Context: an optimization exercise on an open-source flow, tuned for small area, a short achievable clock period and few clock cycles. The choices shown serve that exercise and are no tape-out recipe.
Only simulation tests tie the RTL to the original design; equivalence was not proved.

== v23 ==
## rhythm_slot_regularity_tracker_unit
module rhythm_slot_regularity_tracker_unit (
    input  wire logic                 aclk,
    input  wire logic                 aresetn,
    input  wire logic                 s_valid,
    output logic                      s_ready,
    input  rsrt_pkg::rsrt_in_t             s_data,
    output logic                      m_valid,
    input  wire logic                 m_ready,
    output rsrt_pkg::rsrt_out_t                 m_data,
    input  wire logic                 cfg_valid,
    output logic                      cfg_ready,
    input  wire logic [rsrt_pkg::CFG_IDX_W-1:0] cfg_index,
    input  wire logic [15:0]          cfg_data
);
export LEC_CHECK = 0
export CAP_MARGIN = 20
export CORE_MARGIN = 2
export CORE_UTILIZATION = 40
export SLEW_MARGIN = 20
create_clock -name core_clock -period 10.0 [get_ports {aclk}]
run.sh (not shown) runs the stock make flow with config.mk's settings and CLKGATE_MAP_FILE= SYNTH_SCRIPT=/design/flow/synth_recipe.tcl, a recipe that flattens the netlist after the stock synthesis.
v23 ran to completion and came out clean on the timing, DRC and antenna checks.
Testbench counts of v23, summed over its fixed seeds: cycles 24,042.
The following lists how v16 was set up differently from v23:
--- a/flow/design.v
+++ b/flow/design.v
@@ -104,22 +104,23 @@
     logic [7:0]  ex_r;
     logic        srdy_r;
     logic        mv_r;
     logic [35:0] out_r;
     logic        sk_v;
     logic        sk_smo;
     logic [1:0]  sk_case;
     logic [7:0]  pk_r;
     logic [7:0]  lv_r;
     logic [6:0]  p3q_r;
     logic        p3c_r;
+    logic        raise_r;
     logic        raise;
     logic        p3_ok;
     logic [3:0]  sm_st;
     logic [7:0]  acc_r;
     logic        sv_r;
     logic [11:0] csa_r, csb_r;
     logic [4:0]  cn_r;
     logic        dis_r;
     logic [7:0]  raw_r;
     logic [1:0]  p1q_r;
     logic [9:0]  p1r_r;
@@ -285,57 +286,48 @@
         l5[1] = ((l4[0] & l4[1]) | (l4[0] & l4[2]) | (l4[1] & l4[2])) << 1;
         l5[2] = l4[3];
         tsa   = l5[0] ^ l5[1] ^ l5[2];
         tsb   = ((l5[0] & l5[1]) | (l5[0] & l5[2]) | (l5[1] & l5[2])) << 1;
         tcnt  = pc16(nz);
     end
     logic [7:0] peak_eff;
     logic [6:0] p3q_nx;
     logic       p3c_nx;
     assign raise    = ltm8(pk_r, lv_r);
     assign peak_eff = raise ? lv_r : pk_r;
-    assign p3_ok = !raise;
+    assign p3_ok = !raise && !raise_r;
     always_comb begin
         logic r1, r0, b, n1, n0;
         logic [7:0] q;
         r1 = 1'b0;
         r0 = 1'b0;
         for (int i = 7; i >= 0; i--) begin
-            b    = peak_eff[i];
+            b    = pk_r[i];
             q[i] = r1 | (r0 & b);
             n1   = (r0 & ~b) | (r1 & b);
             n0   = (~r1 & ~r0 & b) | (r1 & ~b);
             r1   = n1;
             r0   = n0;
         end
         p3q_nx = q[6:0];
         p3c_nx = r1 | r0;
     end
     logic [11:0] d1_s;
     logic [6:0]  d1_n3;
     logic [5:0]  d1_o;
     assign d1_s  = csa_r + csb_r;
     assign d1_n3 = {2'b0, cn_r} + {1'b0, cn_r, 1'b0};
     assign d1_o  = r4(d1_s[11:6], cn_r, d1_n3);
     logic [5:0] d2_a, d2_b;
-    logic [5:0] d2_bk [4];
-    always_comb begin
-        logic [3:0] ck [4];
-        ck[0] = p1r_r[7:4];
-        ck[1] = p1r_r[7:4] - p1n_r[3:0];
-        ck[2] = p1r_r[7:4] - {p1n_r[2:0], 1'b0};
-        ck[3] = p1r_r[7:4] - p1n3_r[3:0];
-        for (int k = 0; k < 4; k++) d2_bk[k] = r4({ck[k], p1r_r[3:2]}, p1n_r, p1n3_r);
-    end
     assign d2_a = r4(p1r_r[9:4], p1n_r, p1n3_r);
-    assign d2_b = d2_bk[d2_a[5:4]];
+    assign d2_b = r4({d2_a[3:0], p1r_r[3:2]}, p1n_r, p1n3_r);
     logic [5:0] d3_o;
     logic [7:0] d3_q;
     logic       d3_nz, d3_rnd;
     logic [7:0] raw_nx;
     logic [7:0] mean_nx;
     logic       act_nx;
     assign d3_o    = r4(p2r_r, p2n_r, p2n3_r);
     assign d3_q    = {p2q_r, d3_o[5:4]};
     assign d3_nz   = p2n_r != 5'd0;
     assign raw_nx  = d3_nz ? d3_q : 8'd0;
     logic [5:0] p2q_inc;
@@ -481,50 +473,52 @@
             end
             if (stp_ex) score_r <= score_nx;
             if (x2_done && ex_smo) mean_r <= mean_nx;
         end
     end
     always_ff @(posedge aclk) begin
         if (!aresetn || clr_ex) begin
             pk_r  <= 8'd0;
             lv_r  <= 8'd0;
             p3q_r <= 7'd0;
             p3c_r <= 1'b0;
+            raise_r <= 1'b0;
         end else begin
+            raise_r <= raise;
             pk_r  <= (k_cyc && lim_small) ? 8'd0 : peak_eff;
             lv_r  <= add_ex ? add_v
                    : (sv_r && (sw_cyc || swe_cyc) && !k2) ? ex_h : 8'd0;
             p3q_r <= p3q_nx;
             p3c_r <= p3c_nx;
         end
     end
     always_ff @(posedge aclk) begin
-        p1q_r  <= d1_o[5:4];
-        p1r_r  <= {d1_o[3:0], d1_s[5:0]};
-        p1n_r  <= cn_r;
-        p1n3_r <= d1_n3;
-    end
-    always_ff @(posedge aclk) begin
         if (sm_run) begin
             if (sm_st == SM_IDLE) acc_r <= 8'd0;
             if (sm_st == SM_MUL) begin
                 acc_r <= 8'(({1'b0, acc_r} + (|(lim_r & ex_o[7:0]) ? {1'b0, pk_r} : 9'd0)) >> 1);
             end
             sv_r <= sw_cyc;
-            if (sm_st == SM_IDLE || sm_st == SM_K || sm_st == SM_2) begin
+            if (k_cyc || sm_st == SM_2) begin
                 csa_r <= tsa;
                 csb_r <= tsb;
                 cn_r  <= tcnt;
             end
             if (k_cyc) dis_r <= |(kill & nz);
             if (k2)    dis_r <= 1'b1;
+            if (sm_st == SM_2 || sm_st == SM_3) begin
+                p1q_r  <= d1_o[5:4];
+                p1r_r  <= {d1_o[3:0], d1_s[5:0]};
+                p1n_r  <= cn_r;
+                p1n3_r <= d1_n3;
+            end
             if (sm_st == SM_3 || sm_st == SM_4) begin
                 p2q_r  <= {p1q_r, d2_a[5:4], d2_b[5:4]};
                 p2r_r  <= {d2_b[3:0], p1r_r[1:0]};
                 p2n_r  <= p1n_r;
                 p2n3_r <= p1n3_r;
             end
             if (sm_st == SM_4) raw_r <= raw_nx;
         end
     end
 endmodule
 `default_nettype wire
--- outcome ---
- v16: logic depth of the worst setup path including buffers 11 below v23
- met3 routing resource usage after global routing was higher in the run labelled v16.
- Between v16 and v23, the setup slack is lower for v23.
- Against v23, v16 comes in about 4% lower on footprint of the multi-input gates.
- Fraction of area in registers, v16 and v23: larger value in v16
- Compared to v23, the router laid down more metal wire for v16.
Testbench counts of v16, summed over its fixed seeds: cycles 24,435.

what the ideal ports hide:
How much do the figures lean on ideal ports? The routed layouts below were timed once more, with nothing changed but the port constraints. Step 1 (the two cells are an assumption about what drives the block):
set clk [get_ports {aclk}]
set_driving_cell -lib_cell sky130_fd_sc_hd__clkbuf_16 $clk
set_driving_cell -lib_cell sky130_fd_sc_hd__buf_2 [delete_from_list [all_inputs] $clk]
Step 2 adds t to the input delays and takes it off the output delays; t is the mean of the earliest and latest rising clock arrival at the registers after step 1. Input paths then give back, and output paths get back, about the clock's delay inside the block. Three values: ideal ports, drivers, drivers and shift; two values: the first two.
run	t (ns)	setup WS [ns]	cell pins on the clock port's net
v23	0.688	5.347 / 5.347 / 5.347	1
v16	0.693	5.472 / 5.472 / 5.388	1
After both steps every run listed still meets setup and hold. For v16, which loses most, drivers alone change the setup slack by 0.000 ns; drivers and shift together by -0.084 ns.
